From an optimization exercise on the open Yosys and OpenROAD flow, aimed at a short achievable clock period and few clock cycles; shortcuts taken in it are not production practice.
RTL that was checked went through simulation tests only; none was proved equivalent to the original.
Power figures rest on the tool's default switching activity, not on a simulated workload.

==> flow/design.v (excerpt) <==
module yrow_delta_integrator #(
  parameter int DATA_W     = 24,
  parameter int ENTRIES    = 5,
  parameter int ADDR_W     = 16
) (
  input  logic                     clk,
  input  logic                     rst_n,
  input  logic                     chng_valid,
  output logic                     chng_ready,
  input  logic [ADDR_W-1:0]        chng_row,
  input  logic [ADDR_W-1:0]        chng_col,
  input  logic [DATA_W-1:0]        chng_real,
  input  logic [DATA_W-1:0]        chng_img,
  input  logic                     filt_EN,
  output logic                     op_rd_req,
  output logic [ADDR_W-1:0]        op_y_row,
  input  logic [ENTRIES*2*DATA_W-1:0] ymem_data,
  input  logic                     yMemDataReady,
  output logic                     op_wr_en,
  output logic [ENTRIES*2*DATA_W-1:0] op_wr_data,
  output logic [2*DATA_W-1:0]      op_yVal1,
  output logic [2*DATA_W-1:0]      op_yVal2,
  output logic                     op_EX_EN,
  input  logic                     exModDone,
  output logic                     op_Done,
  output logic                     op_colErr
);
Size: ~680 I/O pins, about 38000 sq um of cells after synthesis.
Settings: LEC_CHECK=0, CAP_MARGIN=20, CORE_MARGIN=2, CORE_UTILIZATION=45, PLACE_DENSITY=0.85, SETUP_SLACK_MARGIN=4.0, SLEW_MARGIN=20, SYNTH_HIERARCHICAL=1, SYNTH_MINIMUM_KEEP_SIZE=0; clock period 6.0 ns.
run.sh (not shown) runs the stock make flow with config.mk's settings and CLKGATE_MAP_FILE= SYNTH_SCRIPT=/design/flow/synth_recipe.tcl, a recipe that flattens the netlist after the stock synthesis.
Testbench counts at the start, summed over its fixed seeds: cycles 18,617.
Next try:
- CORE_UTILIZATION: 45 -> 50
- PLACE_DENSITY: 0.85 -> 0.75
What happened:
- power shrinks by about 0.8%
- cell area stays flat
- via count grows by 5.2%
- synthesized cell count is unchanged
- combinational power grows by about 0.9%
- worst setup slack loses 0.21 ns
- non-clock buffer count grows by 1
- wire length grows by 3.2%
- utilization grows by 9.1 points
Next try:
- CORE_UTILIZATION: 50 -> 40
=> Design area fell by about 4%; count of clock-buffer cells in the layout grows by 10; via count falls by 8.1%; cell count goes up by about 2%; critical path depth went down by 4; wire length fell by 7.9%; flip-flop and latch count is unchanged; global-route usage goes down by 8.5 points.

---

rev 12:
yrow_delta_integrator again, from the RTL that the note above started with.
export LEC_CHECK = 0
export CAP_MARGIN = 20
export CORE_MARGIN = 2
export CORE_UTILIZATION = 45
export PLACE_DENSITY = 0.75
export SETUP_SLACK_MARGIN = 4.0
export SLEW_MARGIN = 20
export SYNTH_HIERARCHICAL = 1
export SYNTH_MINIMUM_KEEP_SIZE = 0
create_clock -name core_clock -period 6.0 [get_ports {clk}]
Testbench counts of rev 12, summed over its fixed seeds: cycles 18,617.
Inputs modified between rev 12 and rev 13:
Settings: a change of CORE_UTILIZATION from 45 to 40; a change of SETUP_SLACK_MARGIN from 4.0 to 4.5.
--- outcome ---
In the flow results for rev 12 and rev 13, the worst path required time is smaller on rev 12.
Delta (rev 13 minus rev 12): utilization shows a reduction of 6.6 points; relative area change from synthesis to final layout up 3.5 points.
Maximum frequency (rev 13 over rev 12): decrease, about 3.4%

---

== main ==
yrow_delta_integrator, a different RTL version from the one above (not shown whole).
For scale: ~4900 cells after synthesis, roughly 410 flip-flops, ~680 I/O pins, roughly 0.034 sq mm of cells after synthesis.
Settings: LEC_CHECK=0, CAP_MARGIN=20, CORE_MARGIN=2, CORE_UTILIZATION=60, SETUP_SLACK_MARGIN=3.5, SLEW_MARGIN=20, SYNTH_HIERARCHICAL=1, SYNTH_MINIMUM_KEEP_SIZE=0; clock period 6.0 ns.
main never completed; the flow aborted with a tool error in global routing (5_1_grt).
Testbench counts of main, summed over its fixed seeds: cycles 18,625.
Modified inputs, the feature branch compared to main
Settings: changing CORE_UTILIZATION from 60 to 40.
### Flow results
- The feature branch finished end to end and its layout was clean on timing, DRC and antenna.
- The feature branch vs main — HPWL reported at the end of detailed placement climbed by a little under 10%
- The feature branch gives less weighted congestion at the end of routability-driven global placement than main did.
- In the tables for the feature branch and main, cell count after placement reads higher with the feature branch.
- The feature branch vs main — number of buffers created by CTS climbed by more than 10%
- Compared with main, in the feature branch starting density of the core fell by 20 points, compound-cell area share of the yosys netlist stayed essentially flat, worst setup slack before clock tree synthesis fell by 0.051 ns.
- Looking at number of buffers inserted to repair setup after CTS across the feature branch and main, the one that comes out lower is main.
- Re post-synthesis instance total: no difference whatsoever between main and the feature branch.
- Post-cts gate resize count: the feature branch and main compared, lower one is the feature branch

---

Setup of lane 1:
Another version of the RTL of yrow_delta_integrator (not shown whole).
Size in the first run: roughly 1,900 cells after synthesis, about 410 flip-flops.
export LEC_CHECK = 0
export CAP_MARGIN = 20
export CORE_MARGIN = 2
export CORE_UTILIZATION = 55
export SETUP_SLACK_MARGIN = 4.0
export SLEW_MARGIN = 20
export SYNTH_HIERARCHICAL = 1
export SYNTH_MINIMUM_KEEP_SIZE = 0
create_clock -name core_clock -period 6.0 [get_ports {clk}]
3_2_place_iop: lane 1 exited with error
The following lists how lane 2 was set up differently from lane 1:
- CORE_UTILIZATION: 55 -> 40
## What came out
- Lane 1 -> lane 2: post-synthesis register bit count delta 0, exact match
- From lane 1 to lane 2, synthesized area did not move at all.
- Cmp lane 2 vs lane 1: die width higher in lane 2
- Lane 2: PASS, flow complete, no timing, DRC or antenna violations
- Re share of flip-flops with an asynchronous set or reset after synthesis: no difference whatsoever between lane 2 and lane 1.
- Lane 2 vs. lane 1: chip height climbed about 17%, starting density of the core lost 15 points, floorplan row count up 11, gate count of the mapped netlist closely matched the old numbers.
Function was not checked in any run of this note: the RTL went through the layout flow alone.

-- what the ideal ports hide --
Ports are ideal in the flow. The routed layouts listed here were re-timed in OpenROAD.
Step 1 sets driving cells, clkbuf_16 on the clock port and buf_2 on the other inputs (assumed; they add their load-dependent delay and slew).
Step 2 moves the port delays by t, midway between the first and last clock arrival at a register: inputs arrive t later, outputs are due t later. That takes back most of the time a late clock gives input paths.
Three values: ideal ports, drivers, drivers and shift; two values: the first two.
run | shift t [ns] | setup slack, ns | hold slack, ns
the first run of note 1 | 0.719 | 3.393 / 3.393 / 2.695 | 0.447 / 0.447 / 0.447
the second run of note 1 | 0.700 | 3.180 / 3.180 / 2.541 | 0.471 / 0.471 / 0.471
the third run of note 1 | 0.728 | 3.439 / 3.470 / 2.743 | 0.431 / 0.431 / 0.431
rev 12 | 0.734 | 3.477 / 3.500 / 2.780 | 0.468 / 0.468 / 0.468
rev 13 | 0.730 | 3.390 / 3.418 / 2.687 | 0.465 / 0.465 / 0.465
the feature branch | 0.699 | 3.203 / 3.178 / 2.480 | 0.502 / 0.502 / 0.502
lane 2 | 0.635 | 2.969 / 2.988 / 2.353 | 0.434 / 0.434 / 0.434
After both steps setup and hold are still met in every run listed. The setup slack of the feature branch, which loses most, moves by -0.025 ns with the drivers and by -0.723 ns with both steps.
